Context: an optimization exercise on an open-source flow, tuned for small area. The choices shown serve that exercise and are no tape-out recipe. Function was checked by simulation only, so behaviour that the tests miss may differ from the original. No activity file was given, so power comes from the tool's default toggle rates.

==> inputs of run a <==
==> flow/design.v <==
module reg_bank_mp #(
  parameter int WL       = 32,
  parameter int AL       = 5,
  parameter int NRD      = 2,
  parameter int ZERO_REG = 1
) (
  input  logic              clk,
  input  logic              rst_n,
  input  logic              wr_en,
  input  logic [AL-1:0]     w_addr,
  input  logic [WL-1:0]     w_data,
  input  logic              rsv_en,
  input  logic [AL-1:0]     rsv_addr,
  input  logic [NRD-1:0]    rd_en,
  input  logic [NRD*AL-1:0] r_addr,
  output logic [NRD*WL-1:0] r_data,
  output logic [NRD-1:0]    r_valid,
  output logic [NRD-1:0]    r_pending
);
  localparam int DEPTH = 1 << AL;
  logic [WL-1:0]    mem_reg [DEPTH];
  logic [DEPTH-1:0] pend_reg;
  logic             wr_ok;
  logic             rsv_ok;
  assign wr_ok  = wr_en  && !((ZERO_REG != 0) && (w_addr == '0));
  assign rsv_ok = rsv_en && !((ZERO_REG != 0) && (rsv_addr == '0));
  always_ff @(posedge clk or negedge rst_n) begin
    if (!rst_n) begin
      for (int e = 0; e < DEPTH; e++) begin
        mem_reg[e] <= '0;
      end
      pend_reg <= '0;
    end else begin
      if (wr_ok) begin
        mem_reg[w_addr]  <= w_data;
        pend_reg[w_addr] <= 1'b0;
      end
      if (rsv_ok) begin
        pend_reg[rsv_addr] <= 1'b1;
      end
    end
  end
  for (genvar gi = 0; gi < NRD; gi++) begin : g_port
    logic [AL-1:0] addr;
    logic          zero_hit;
    logic [WL-1:0] data_next;
    logic          pend_next;
    logic [WL-1:0] data_reg;
    logic          pend_out_reg;
    logic          valid_reg;
    assign addr     = r_addr[gi*AL +: AL];
    assign zero_hit = (ZERO_REG != 0) && (addr == '0);
    always_comb begin
      data_next = mem_reg[addr];
      pend_next = pend_reg[addr];
      if (wr_ok && (w_addr == addr)) begin
        data_next = w_data;
        pend_next = 1'b0;
      end
      if (rsv_ok && (rsv_addr == addr)) begin
        pend_next = 1'b1;
      end
      if (zero_hit) begin
        data_next = '0;
        pend_next = 1'b0;
      end
    end
    always_ff @(posedge clk or negedge rst_n) begin
      if (!rst_n) begin
        data_reg     <= '0;
        pend_out_reg <= 1'b0;
        valid_reg    <= 1'b0;
      end else begin
        valid_reg <= rd_en[gi];
        if (rd_en[gi]) begin
          data_reg     <= data_next;
          pend_out_reg <= pend_next;
        end
      end
    end
    assign r_data[gi*WL +: WL] = data_reg;
    assign r_pending[gi]       = pend_out_reg;
    assign r_valid[gi]         = valid_reg;
  end
endmodule
==> flow/run.sh <==
#!/bin/bash
# synth_recipe.tcl (not shown) runs the flow's synth.tcl, then flattens the netlist and writes it again
# the make line also repeats each setting of config.mk as NAME=value (left out here)
make -C /OpenROAD-flow-scripts/flow DESIGN_CONFIG=/design/flow/config.mk WORK_HOME=/design/flow/orfs CLKGATE_MAP_FILE= SYNTH_SCRIPT=/design/flow/synth_recipe.tcl finish
==> flow/config.mk <==
export PLATFORM = sky130hd
export DESIGN_NAME = reg_bank_mp
export DESIGN_NICKNAME = reg_bank_mp
export VERILOG_FILES = /design/flow/design.v
export SDC_FILE = /design/flow/constraint.sdc
export NUM_CORES = 4
export LEC_CHECK = 0
export CAP_MARGIN = 20
export CORE_MARGIN = 2
export CORE_UTILIZATION = 40
export SLEW_MARGIN = 20
==> flow/constraint.sdc <==
create_clock -name core_clock -period 5.0 [get_ports {clk}]
set_input_delay 1.0000 -clock core_clock [delete_from_list [all_inputs] [get_ports {clk}]]
set_output_delay 1.0000 -clock core_clock [all_outputs]
set_load 0.01 [all_outputs]
==> inputs of run b, as changes to run a <==
==> flow/design.v (replaced) <==
module reg_bank_mp #(
  parameter int WL       = 32,
  parameter int AL       = 5,
  parameter int NRD      = 2,
  parameter int ZERO_REG = 1
) (
  input  logic              clk,
  input  logic              rst_n,
  input  logic              wr_en,
  input  logic [AL-1:0]     w_addr,
  input  logic [WL-1:0]     w_data,
  input  logic              rsv_en,
  input  logic [AL-1:0]     rsv_addr,
  input  logic [NRD-1:0]    rd_en,
  input  logic [NRD*AL-1:0] r_addr,
  output logic [NRD*WL-1:0] r_data,
  output logic [NRD-1:0]    r_valid,
  output logic [NRD-1:0]    r_pending
);
  localparam int DEPTH = 1 << AL;
  localparam int E0    = (ZERO_REG != 0) ? 1 : 0;   
  localparam int NE    = DEPTH - E0;                 
  localparam int NS    = NE + 2;                     
  localparam int NG    = (NS + 2) / 3;               
  logic [NE*WL-1:0] mem_reg;    
  logic [NE*WL-1:0] mem_nxt;
  logic [NE-1:0]    vld_reg;    
  logic [NE-1:0]    pend_reg;
  logic [NE-1:0]    we;         
  logic [NE-1:0]    wn;         
  logic [NE-1:0]    rs;         
  logic             wr_ok;
  assign wr_ok = wr_en && !((ZERO_REG != 0) && (w_addr == '0));
  always_comb begin
    for (int k = 0; k < NE; k++) begin
      we[k] = wr_en  && (w_addr   == AL'(k + E0));
      wn[k] = !we[k];
      rs[k] = rsv_en && (rsv_addr == AL'(k + E0));
    end
  end
  for (genvar k = 0; k < NE; k++) begin : g_wmux
    reg_bank_mp_wmux #(.W(WL)) u_wmux (
      .we (we[k]),
      .wn (wn[k]),
      .d  (w_data),
      .q  (mem_reg[k*WL +: WL]),
      .y  (mem_nxt[k*WL +: WL])
    );
  end
  always_ff @(posedge clk) begin
    mem_reg <= mem_nxt;
  end
  always_ff @(posedge clk or negedge rst_n) begin
    if (!rst_n) begin
      vld_reg  <= '0;
      pend_reg <= '0;
    end else begin
      vld_reg  <= vld_reg | we;
      pend_reg <= rs | (pend_reg & ~we);
    end
  end
  for (genvar gi = 0; gi < NRD; gi++) begin : g_port
    logic [AL-1:0]    addr;
    logic [NE-1:0]    hit;
    logic             byp;
    logic [NG*3-1:0]  sel;       
    logic [NG*3*WL-1:0] din;
    logic [NG*WL-1:0] grp_n;     
    logic [WL-1:0]    data_next;
    logic             pend_next;
    logic [WL-1:0]    data_reg;
    logic             pend_out_reg;
    logic             valid_reg;
    assign addr = r_addr[gi*AL +: AL];
    always_comb begin
      for (int k = 0; k < NE; k++) begin
        hit[k] = (addr == AL'(k + E0));
      end
      byp = wr_ok && (w_addr == addr);
      sel = '0;
      sel[NE-1:0] = {NE{rd_en[gi]}} & hit & vld_reg & wn;
      sel[NE]     = rd_en[gi] && byp;
      sel[NE+1]   = !rd_en[gi];
      din = '0;
      din[NE*WL-1:0]          = mem_reg;
      din[NE*WL +: WL]        = w_data;
      din[(NE+1)*WL +: WL]    = data_reg;
      pend_next = rd_en[gi] ? (|(hit & rs) | (!byp && |(hit & pend_reg))) : pend_out_reg;
    end
    for (genvar g = 0; g < NG; g++) begin : g_grp
      reg_bank_mp_aoi3 #(.W(WL)) u_aoi (
        .s  (sel[g*3 +: 3]),
        .d  (din[g*3*WL +: 3*WL]),
        .yn (grp_n[g*WL +: WL])
      );
    end
    reg_bank_mp_nandn #(.N(NG), .W(WL)) u_or (
      .a (grp_n),
      .y (data_next)
    );
    always_ff @(posedge clk or negedge rst_n) begin
      if (!rst_n) begin
        data_reg     <= '0;
        pend_out_reg <= 1'b0;
        valid_reg    <= 1'b0;
      end else begin
        valid_reg    <= rd_en[gi];
        data_reg     <= data_next;
        pend_out_reg <= pend_next;
      end
    end
    assign r_data[gi*WL +: WL] = data_reg;
    assign r_pending[gi]       = pend_out_reg;
    assign r_valid[gi]         = valid_reg;
  end
endmodule
module reg_bank_mp_wmux #(
  parameter int W = 1
) (
  input  logic         we,
  input  logic         wn,
  input  logic [W-1:0] d,
  input  logic [W-1:0] q,
  output logic [W-1:0] y
);
  assign y = (d & {W{we}}) | (q & {W{wn}});
endmodule
module reg_bank_mp_aoi3 #(
  parameter int W = 1
) (
  input  logic [2:0]     s,
  input  logic [3*W-1:0] d,
  output logic [W-1:0]   yn
);
  assign yn = ~((d[0 +: W] & {W{s[0]}}) | (d[W +: W] & {W{s[1]}}) | (d[2*W +: W] & {W{s[2]}}));
endmodule
module reg_bank_mp_nandn #(
  parameter int N = 1,
  parameter int W = 1
) (
  input  logic [N*W-1:0] a,
  output logic [W-1:0]   y
);
  always_comb begin
    y = '1;
    for (int i = 0; i < N; i++) begin
      y = y & a[i*W +: W];
    end
    y = ~y;
  end
endmodule
==> flow/flow/run.sh (new file) <==
#!/bin/bash
# The standard layout (standard.sh), with three changes that only affect
# buffering: the clock tree uses no dummy loads and clusters sinks under
# clkbuf_8 leaf buffers, and the port buffers are the smallest buffer cell.
# Each step's full output goes to its own log in this folder.
set -e
export CTS_ARGS="-sink_clustering_enable -repair_clock_nets -dont_use_dummy_load -buf_list sky130_fd_sc_hd__clkbuf_8 -sink_clustering_size 15 -sink_clustering_max_diameter 60"
export BUFFER_PORTS_ARGS="-buffer_cell sky130_fd_sc_hd__buf_1"
bash standard.sh synth > synth.log 2>&1
bash standard.sh finish > finish.log 2>&1
==> flow/standard.sh (new file) <==
#!/bin/bash
# synth_recipe.tcl (not shown) runs the flow's synth.tcl, then flattens the netlist and writes it again
# the make line also repeats each setting of config.mk as NAME=value (left out here)
make -C /OpenROAD-flow-scripts/flow DESIGN_CONFIG=/design/flow/config.mk WORK_HOME=/design/flow/orfs CLKGATE_MAP_FILE= SYNTH_SCRIPT=/design/flow/synth_recipe.tcl "${@:-finish}"
--- a/flow/config.mk
+++ b/flow/config.mk
@@ -7,5 +7,9 @@
 export LEC_CHECK = 0
-export CAP_MARGIN = 20
+export CAP_MARGIN = 10
+export CELL_PAD_IN_SITES_DETAIL_PLACEMENT = 1
 export CORE_MARGIN = 2
-export CORE_UTILIZATION = 40
-export SLEW_MARGIN = 20
+export CORE_UTILIZATION = 50
+export PLACE_DENSITY = 0.6
+export SLEW_MARGIN = 10
+export SYNTH_HIERARCHICAL = 1
+export SYNTH_MINIMUM_KEEP_SIZE = 0
removed: flow/run.sh
==> notes.md <==
Maximum number of pins on one net before global-route repair: run a 155; run b 93
Sequential portion of the cell area: run a 43.3%; run b 47.6%
Mean instance size in the synthesized netlist: run a 12.0 sq um; run b 11.8 sq um
DR WL met3: run a 40900 um; run b 30600 um
Cell type of the slowest stage on the worst timing path: run a sky130_fd_sc_hd__nor4_1; run b sky130_fd_sc_hd__nor2b_1
Slack of the worst reg-to-reg path: run a 2.61 ns; run b 2.23 ns
Result of the run: run a timing/DRC/antenna clean; run b timing/DRC/antenna clean
Multi-input combinational cell area: run a 25600 sq um; run b 20300 sq um
P_sw: run a 7.51 mW; run b 5.96 mW
Routed wirelength normalized by instance count: run a 42.2 um; run b 41.6 um
Share of synthesized flip-flops with an asynchronous set or reset: run a 100%; run b 11.6%
Total half-perimeter wirelength after legalization and detailed placement: run a 169000 um; run b 127000 um
Max FO, Critical Path: run a 18; run b 20
Cell Count Post-Placement: run a 6283; run b 5126
Root buf cell: run a sky130_fd_sc_hd__clkbuf_16; run b sky130_fd_sc_hd__clkbuf_8

==> job 5165 <==
Another version of the RTL of reg_bank_mp (not shown whole).
## reg_bank_mp
module reg_bank_mp #(
  parameter int WL       = 32,
  parameter int AL       = 5,
  parameter int NRD      = 2,
  parameter int ZERO_REG = 1
) (
  input  logic              clk,
  input  logic              rst_n,
  input  logic              wr_en,
  input  logic [AL-1:0]     w_addr,
  input  logic [WL-1:0]     w_data,
  input  logic              rsv_en,
  input  logic [AL-1:0]     rsv_addr,
  input  logic [NRD-1:0]    rd_en,
  input  logic [NRD*AL-1:0] r_addr,
  output logic [NRD*WL-1:0] r_data,
  output logic [NRD-1:0]    r_valid,
  output logic [NRD-1:0]    r_pending
);
==> module reg_bank_mp, before the edit <==
module reg_bank_mp #(
  parameter int WL       = 32,
  parameter int AL       = 5,
  parameter int NRD      = 2,
  parameter int ZERO_REG = 1
) (
  input  logic              clk,
  input  logic              rst_n,
  input  logic              wr_en,
  input  logic [AL-1:0]     w_addr,
  input  logic [WL-1:0]     w_data,
  input  logic              rsv_en,
  input  logic [AL-1:0]     rsv_addr,
  input  logic [NRD-1:0]    rd_en,
  input  logic [NRD*AL-1:0] r_addr,
  output logic [NRD*WL-1:0] r_data,
  output logic [NRD-1:0]    r_valid,
  output logic [NRD-1:0]    r_pending
);
  localparam int DEPTH = 1 << AL;
  localparam int E0    = (ZERO_REG != 0) ? 1 : 0;   
  localparam int NE    = DEPTH - E0;                 
  localparam int NS    = NE + 2;                     
  localparam int NG    = (NS + 2) / 3;               
  logic [NE*WL-1:0] mem_reg;    
  logic [NE*WL-1:0] mem_nxt;
  logic [NE-1:0]    vld_reg;    
  logic [NE-1:0]    pend_reg;
  logic [NE-1:0]    we;         
  logic [NE-1:0]    wn;         
  logic [NE-1:0]    rs;         
  logic             wr_ok;
  assign wr_ok = wr_en && !((ZERO_REG != 0) && (w_addr == '0));
  always_comb begin
    for (int k = 0; k < NE; k++) begin
      we[k] = wr_en  && (w_addr   == AL'(k + E0));
      wn[k] = !we[k];
      rs[k] = rsv_en && (rsv_addr == AL'(k + E0));
    end
  end
  for (genvar k = 0; k < NE; k++) begin : g_wmux
    reg_bank_mp_wmux #(.W(WL)) u_wmux (
      .we (we[k]),
      .wn (wn[k]),
      .d  (w_data),
      .q  (mem_reg[k*WL +: WL]),
      .y  (mem_nxt[k*WL +: WL])
    );
  end
  always_ff @(posedge clk) begin
    mem_reg <= mem_nxt;
  end
  always_ff @(posedge clk or negedge rst_n) begin
    if (!rst_n) begin
      vld_reg  <= '0;
      pend_reg <= '0;
    end else begin
      vld_reg  <= vld_reg | we;
      pend_reg <= rs | (pend_reg & ~we);
    end
  end
  for (genvar gi = 0; gi < NRD; gi++) begin : g_port
    logic [AL-1:0]    addr;
    logic [NE-1:0]    hit;
    logic             byp;
    logic [NG*3-1:0]  sel;       
    logic [NG*3*WL-1:0] din;
    logic [NG*WL-1:0] grp_n;     
    logic [WL-1:0]    data_next;
    logic             pend_next;
    logic [WL-1:0]    data_reg;
    logic             pend_out_reg;
    logic             valid_reg;
    assign addr = r_addr[gi*AL +: AL];
    always_comb begin
      for (int k = 0; k < NE; k++) begin
        hit[k] = (addr == AL'(k + E0));
      end
      byp = wr_ok && (w_addr == addr);
      sel = '0;
      sel[NE-1:0] = {NE{rd_en[gi] && !byp}} & hit & vld_reg;
      sel[NE]     = rd_en[gi] && byp;
      sel[NE+1]   = !rd_en[gi];
      din = '0;
      din[NE*WL-1:0]          = mem_reg;
      din[NE*WL +: WL]        = w_data;
      din[(NE+1)*WL +: WL]    = data_reg;
      pend_next = rd_en[gi] ? (|(hit & rs) | (!byp && |(hit & pend_reg))) : pend_out_reg;
    end
    for (genvar g = 0; g < NG; g++) begin : g_grp
      reg_bank_mp_aoi3 #(.W(WL)) u_aoi (
        .s  (sel[g*3 +: 3]),
        .d  (din[g*3*WL +: 3*WL]),
        .yn (grp_n[g*WL +: WL])
      );
    end
    reg_bank_mp_nandn #(.N(NG), .W(WL)) u_or (
      .a (grp_n),
      .y (data_next)
    );
    always_ff @(posedge clk or negedge rst_n) begin
      if (!rst_n) begin
        data_reg     <= '0;
        pend_out_reg <= 1'b0;
        valid_reg    <= 1'b0;
      end else begin
        valid_reg    <= rd_en[gi];
        data_reg     <= data_next;
        pend_out_reg <= pend_next;
      end
    end
    assign r_data[gi*WL +: WL] = data_reg;
    assign r_pending[gi]       = pend_out_reg;
    assign r_valid[gi]         = valid_reg;
  end
endmodule
clock: 5.0 ns
lec_check: 0
cap_margin: 20
core_margin: 2
core_utilization: 40
slew_margin: 20
synth_hierarchical: 1
synth_minimum_keep_size: 0
run.sh (not shown) runs the stock make flow with config.mk's settings and CLKGATE_MAP_FILE= SYNTH_SCRIPT=/design/flow/synth_recipe.tcl, a recipe that flattens the netlist after the stock synthesis.
Stock flow here: none of the scripts above is used.
==> job 7150: changes against job 5165 <==
--- a/flow/design.v
+++ b/flow/design.v
@@ -80,3 +80,3 @@
       sel = '0;
-      sel[NE-1:0] = {NE{rd_en[gi] && !byp}} & hit & vld_reg;
+      sel[NE-1:0] = {NE{rd_en[gi]}} & hit & vld_reg & wn;
       sel[NE]     = rd_en[gi] && byp;
==> flow/flow/run.sh (new file) <==
#!/bin/bash
# The standard layout (standard.sh), with three changes that only affect
# buffering: the clock tree uses no dummy loads and clusters sinks under
# clkbuf_8 leaf buffers, and the port buffers are the smallest buffer cell.
# Each step's full output goes to its own log in this folder.
set -e
export CTS_ARGS="-sink_clustering_enable -repair_clock_nets -dont_use_dummy_load -buf_list sky130_fd_sc_hd__clkbuf_8 -sink_clustering_size 15 -sink_clustering_max_diameter 60"
export BUFFER_PORTS_ARGS="-buffer_cell sky130_fd_sc_hd__buf_1"
bash standard.sh synth > synth.log 2>&1
bash standard.sh finish > finish.log 2>&1
==> flow/standard.sh (new file) <==
#!/bin/bash
# synth_recipe.tcl (not shown) runs the flow's synth.tcl, then flattens the netlist and writes it again
# the make line also repeats each setting of config.mk as NAME=value (left out here)
make -C /OpenROAD-flow-scripts/flow DESIGN_CONFIG=/design/flow/config.mk WORK_HOME=/design/flow/orfs CLKGATE_MAP_FILE= SYNTH_SCRIPT=/design/flow/synth_recipe.tcl "${@:-finish}"
--- a/flow/config.mk
+++ b/flow/config.mk
@@ -8,4 +8,6 @@
 export CAP_MARGIN = 20
+export CELL_PAD_IN_SITES_DETAIL_PLACEMENT = 1
 export CORE_MARGIN = 2
 export CORE_UTILIZATION = 40
+export PLACE_DENSITY = 0.5
 export SLEW_MARGIN = 20
removed: flow/run.sh
==> job 309: changes against job 5165 <==
--- a/flow/config.mk
+++ b/flow/config.mk
@@ -10,2 +10,5 @@
 export CORE_UTILIZATION = 40
+export CTS_BUF_LIST = sky130_fd_sc_hd__clkbuf_16
+export CTS_CLUSTER_DIAMETER = 80
+export CTS_CLUSTER_SIZE = 24
 export SLEW_MARGIN = 20
==> comparison table <==
metric                                                         job 5165                job 7150                 job 309
Area growth, synth to finish                                     10.20%                  4.062%                  5.500%
Wire length reported by the detailed router                   217700 um               232700 um               216400 um
Deepest level of the CTS H-tree                                       3                       3                       2
Arrival time at the worst endpoint                              4.99 ns                 4.28 ns                 4.94 ns
Result of the run                              timing/DRC/antenna clean  timing/DRC/antenna clean  timing/DRC/antenna clean
Biggest cell delay along the critical path                      0.68 ns                 0.53 ns                 0.68 ns
Mapped Area                                                   47570 um2               47490 um2               47570 um2
Via count of the first global-routing pass                        40900                   41600                   40210
Crit Reg-Reg Endpoint                             g_port[1].data_reg[5]  g_port[1].data_reg[25]  g_port[0].data_reg[28]
Net count of the mapped netlist                                    4045                    4070                    4045
Detailed-route via count                                          43430                   43390                   43170
Min Hold Slack                                                0.3260 ns               0.3152 ns               0.3325 ns
Count of non-filler cells in the finished layout                   5617                    5554                    5505
Worst-margin pin slew                                          1.286 ns                1.264 ns                1.274 ns
Switching Share                                                  0.2673                  0.3024                  0.2894
Leakage component of the power                                 21.58 nW                19.95 nW                20.55 nW
Synth Area in XOR/XNOR                                         0.002578                0.002213                0.002578
Sequential-cell power consumption                              0.0123 W                0.0124 W                0.0123 W
Final worst setup slack                                       0.5974 ns                1.435 ns               0.6645 ns

==> static timing again, ports no longer ideal <==
The results above use ideal ports. As a check the final layouts listed here were re-extracted and re-timed, cells and wires unchanged. Step 1 (the two cells are an assumption about what drives the block):
set clk [get_ports {clk}]
set_driving_cell -lib_cell sky130_fd_sc_hd__clkbuf_16 $clk
set_driving_cell -lib_cell sky130_fd_sc_hd__buf_2 [delete_from_list [all_inputs] $clk]
Step 2 times the ports against the registers' clock, not the clock port: input delays grow and output delays shrink by t, the midpoint of the rising clock arrivals with the driver on. Slacks: no drivers / after step 1 / after step 2; pairs: no drivers / after step 1.
run	shift t [ns]	slack for setup (ns)	hold WS [ns]	pins driven straight from the clock port
run a	0.841	1.086 / 1.147 / 0.306	0.229 / 0.193 / 0.520	1
run b	0.850	0.847 / 0.894 / 0.045	0.290 / 0.254 / 0.473	1
job 5165	0.790	0.597 / 0.655 / -0.135	0.326 / 0.286 / 0.482	1
job 7150	0.872	1.435 / 1.430 / 0.558	0.315 / 0.263 / 0.471	1
job 309	0.782	0.664 / 0.716 / -0.066	0.332 / 0.299 / 0.488	1
With both steps, setup timing fails in job 5165 and job 309, where it was met with ideal ports. The setup slack of job 7150, which loses most, moves by -0.005 ns with the drivers and by -0.877 ns with both steps.
